Context: an optimization exercise on an open-source flow, tuned for small area and a short achievable clock period. The choices shown serve that exercise and are no tape-out recipe.
Only simulation tests tie the RTL to the original design; equivalence was not proved.
Power and IR drop assume default switching activity.

Design frame_processor, start of the top module:
module frame_processor (
    input  wire logic                   clk,
    input  wire logic                   rst_n,
    input  wire logic                   i_valid_1,
    output logic                        o_ready_1,
    input  wire logic [281:0]           i_frame_1,
    output logic                        o_valid_2,
    input  wire logic                   i_ready_2,
    output logic      [281:0]           o_frame_2,
    output logic                        o_valid_3,
    input  wire logic                   i_ready_3,
    output logic      [281:0]           o_frame_3,
    output logic                        o_valid_4,
    input  wire logic                   i_ready_4,
    output logic      [25:0]            o_meta_4
);
    localparam int FW = 282;    
    localparam int MW = 26;     
    localparam int NS = 7;      
    localparam int RS = 3;      
    localparam logic [1:0] T_HEAD = 2'd0;
    localparam logic [1:0] T_TAIL = 2'd2;
    localparam logic [1:0] T_ERR  = 2'd3;
    localparam logic [1:0] S_IDLE = 2'd0;
    localparam logic [1:0] S_PROC = 2'd1;
    localparam logic [1:0] S_OUT  = 2'd2;
    localparam int SW = 2 + 1 + 256;
    logic          in_frame;
    logic [23:0]   exp_psn;
    logic [23:0]   i_psn;
    logic [1:0]    i_type;
    logic          i_correct;
    logic [SW-1:0] i_word;
  ...
Size in the first run: about 5500 cells after synthesis, about 2300 flip-flops, roughly 880 I/O pins.
Settings: LEC_CHECK=0, CAP_MARGIN=20, CORE_MARGIN=2, CORE_UTILIZATION=65, SETUP_SLACK_MARGIN=2.6, SLEW_MARGIN=20; clock period 5.0 ns.
standard.sh (not shown) runs the stock make flow with config.mk's settings and CLKGATE_MAP_FILE= SYNTH_SCRIPT=/design/flow/synth_recipe.tcl, a recipe that flattens the netlist after the stock synthesis.
==> flow/flow/run.sh <==
#!/bin/bash
# Layout flow: the standard flow (standard.sh, unchanged synthesis) with
# three settings changed:
#  - ports are buffered with buf_2 instead of the default delay-buffer cell
#  - the resizer may change a cell's footprint (MATCH_CELL_FOOTPRINT=0)
#  - clock tree: sink clusters of up to 25 sinks within 60 um, no dummy loads
# Each tool's full output stays in orfs/logs/; make's own output goes to
# standard_flow.log in this folder.
set -euo pipefail
bash standard.sh \
  "BUFFER_PORTS_ARGS=-buffer_cell sky130_fd_sc_hd__buf_2" \
  MATCH_CELL_FOOTPRINT=0 \
  "CTS_ARGS=-sink_clustering_enable -repair_clock_nets -dont_use_dummy_load -sink_clustering_size 25 -sink_clustering_max_diameter 60" \
  finish > standard_flow.log 2>&1
Then changed:
--- a/flow/design.v
+++ b/flow/design.v
@@ -70,39 +70,39 @@
     logic [23:0]   exp_psn;
     logic [23:0]   i_psn;
     logic [1:0]    i_type;
     logic          i_correct;
     logic [SW-1:0] i_word;
     assign i_psn     = i_frame_1[281:258];
     assign i_type    = i_frame_1[257:256];
     assign i_correct = ((i_type == T_HEAD) || in_frame) && (i_psn == exp_psn) && (i_type != T_ERR);
     assign i_word    = {i_type, i_correct, i_frame_1[255:24],
                         i_correct ? i_frame_1[23:0] : i_psn};
     logic [SW-1:0] mem [NS];
     logic [NS-1:0] wr_oh, rd_oh, we_r;
-    logic [2:0]    mem_cnt;
+    logic [NS-1:0] mem_cnt;     
     logic [3:0]    n_cnt;
     logic          rdy_r;
     logic          ov, pend;
     logic [255:0]  o_data;
     logic [1:0]    o_type;
     logic [23:0]   cur_psn;
     logic          verdict;
     logic [1:0]    ds;
     logic [2:0]    dcnt;
     logic          v2_r, v3_r;
     logic          accept, load, pop;
     logic [SW-1:0] mem_rd;
     assign accept = i_valid_1 && rdy_r;
-    assign load   = !ov && (mem_cnt != 3'd0);
+    assign load   = !ov && mem_cnt[0];
     assign pop    = (v2_r && i_ready_2) || (v3_r && i_ready_3);
     always_ff @(posedge clk) begin
         if (!rst_n) begin
             in_frame <= 1'b0;
             exp_psn  <= '0;
         end else if (accept) begin
             if (i_type == T_HEAD) in_frame <= 1'b1;
             else if (i_type == T_TAIL) in_frame <= 1'b0;
             if (i_correct) exp_psn <= exp_psn + 1'b1;
         end
     end
     for (genvar k = 0; k < NS; k++) begin : g_mem
@@ -127,25 +127,26 @@
             wr_oh   <= NS'(1);
             rd_oh   <= NS'(1);
             we_r    <= NS'(1);
             mem_cnt <= '0;
             n_cnt   <= '0;
             rdy_r   <= 1'b1;
             ov      <= 1'b0;
             pend    <= 1'b0;
         end else begin
             wr_oh   <= wr_oh_nxt;
             we_r    <= wr_oh_nxt & {NS{rdy_nxt}};
             if (load) rd_oh <= {rd_oh[NS-2:0], rd_oh[NS-1]};
-            mem_cnt <= mem_cnt + {2'd0, accept} - {2'd0, load};
+            if (accept && !load)      mem_cnt <= {mem_cnt[NS-2:0], 1'b1};
+            else if (load && !accept) mem_cnt <= {1'b0, mem_cnt[NS-1:1]};
             n_cnt   <= n_nxt;
             rdy_r   <= rdy_nxt;
             ov      <= load || (ov && !pop);
             pend    <= load;
         end
     end
     logic cnt_inc;
     always_ff @(posedge clk) begin
         if (!rst_n) cnt_inc <= 1'b0;
         else        cnt_inc <= load && mem_rd[256];
     end
     logic [23:0] psn_carry;
@@ -167,24 +168,25 @@
         end
     end
     localparam int NB = 29;
     logic          add1, add2, add3;   
     logic [8:0]    lo_sum_a;
     logic [8:0]    lo_sum_b;
     logic [8:0]    lo_sum_c;
     logic          lo_carry_a;
     logic          lo_carry_b;
     logic          lo_carry;
     logic [NB-1:0] blk_ones;
     logic [NB-1:0] blk_pre;      
+    logic [NB-1:0] blk_ones_r;   
     logic [NB-1:0] blk_pre_r;    
     logic [231:0]  bit_pre;      
     logic [231:0]  hi_inc;
     function automatic logic [8:0] add8(input logic [7:0] a, input logic [7:0] b,
                                         input logic cin);
         logic [7:0] g, p, gg, pp;
         logic [7:0] c;
         g  = a & b;
         p  = a ^ b;
         gg = g;
         pp = p;
         gg[0] = g[0] | (p[0] & cin);
@@ -204,27 +206,27 @@
     assign lo_sum_c = add8(o_data[23:16], cur_psn[23:16] & {8{add3}}, lo_carry_b);
     logic [6:0]  bp [NB];
     logic [NB-1:0] blk_pp;
     always_comb begin
         for (int b = 0; b < NB; b++) begin
             bp[b] = o_data[24+b*8 +: 7];
             for (int k = 0; k < 3; k++) begin
                 for (int i = 0; i < 7; i++) begin
                     if ((i >> k) & 1) bp[b][i] = bp[b][i] & bp[b][((i >> k) << k) - 1];
                 end
             end
             bit_pre[b*8 +: 8] = {bp[b], 1'b1};
-            blk_ones[b] = bp[b][6] & o_data[24+b*8+7];
+            blk_ones[b] = &o_data[24+b*8 +: 8];
         end
-        blk_pp = blk_ones;
+        blk_pp = blk_ones_r;
         for (int k = 0; k < 5; k++) begin
             for (int i = 0; i < NB; i++) begin
                 if ((i >> k) & 1) blk_pp[i] = blk_pp[i] & blk_pp[((i >> k) << k) - 1];
             end
         end
         blk_pre = {blk_pp[NB-2:0], 1'b1};
     end
     always_ff @(posedge clk) begin
         if (!rst_n) begin
             add1       <= 1'b0;
             add2       <= 1'b0;
             add3       <= 1'b0;
@@ -232,25 +234,26 @@
             lo_carry_b <= 1'b0;
             lo_carry   <= 1'b0;
         end else begin
             add1       <= cnt_inc;
             add2       <= add1;
             add3       <= add2;
             lo_carry_a <= lo_sum_a[8];
             lo_carry_b <= lo_sum_b[8];
             lo_carry   <= lo_sum_c[8];
         end
     end
     always_ff @(posedge clk) begin
-        blk_pre_r <= blk_pre;
+        blk_ones_r <= blk_ones;
+        blk_pre_r  <= blk_pre;
     end
     for (genvar b = 0; b < NB; b++) begin : g_inc
         assign hi_inc[b*8 +: 8] = o_data[24+b*8 +: 8]
                                 ^ (bit_pre[b*8 +: 8] & {8{blk_pre_r[b] & lo_carry}});
     end
     always_ff @(posedge clk) begin
         if (load) begin
             o_data <= mem_rd[255:0];
         end else begin
             o_data <= {hi_inc, lo_sum_c[7:0], lo_sum_b[7:0], lo_sum_a[7:0]};
         end
     end
Outcome:
- The new run passed the timing, design-rule and antenna checks
- first-iteration DRC count decreases by about 6.5%
- synthesized cell count climbs by about 0.5%
- clock skew came out higher by 0.0075 ns
- total power goes down by about 9%
- core utilization went down by 0.71 points
- worst setup slack improved by 0.041 ns
- critical path depth falls by 1
- clock-buffer cell count stays the same
- non-clock buffer count goes down by 28
- fmax goes up by about 1.7%
- final area is about the same
- register-to-register slack gains 0.06 ns
- clock power is about the same

-- what the ideal ports hide --
The flow's constraints put no driver on any port. The routed layouts listed below were extracted and timed again, unchanged, in two steps.
Step 1 (the two cells are an assumption about what drives the block):
set clk [get_ports {clk}]
set_driving_cell -lib_cell sky130_fd_sc_hd__clkbuf_16 $clk
set_driving_cell -lib_cell sky130_fd_sc_hd__buf_2 [delete_from_list [all_inputs] $clk]
Step 2 also shifts input and output timing later by t, the mid clock arrival at the registers, as if the neighbouring blocks saw the same clock.
Slacks: no drivers / after step 1 / after step 2; pairs: no drivers / after step 1.
| run | shift t [ns] | setup slack, ns | worst setup path after step 2 | worst register clock-pin slew, ns | cell pins on the clock port's net |
|---|---|---|---|---|---|
| the first run | 0.855 | 2.580 / 2.500 / 1.844 | input to register | 0.09 / 0.09 | 1 |
| the second run | 0.865 | 2.621 / 2.539 / 1.866 | input to register | 0.10 / 0.10 | 1 |
After both steps every run listed still meets setup and hold. The setup slack of the second run, which loses most, moves by -0.082 ns with the drivers and by -0.755 ns with both steps.
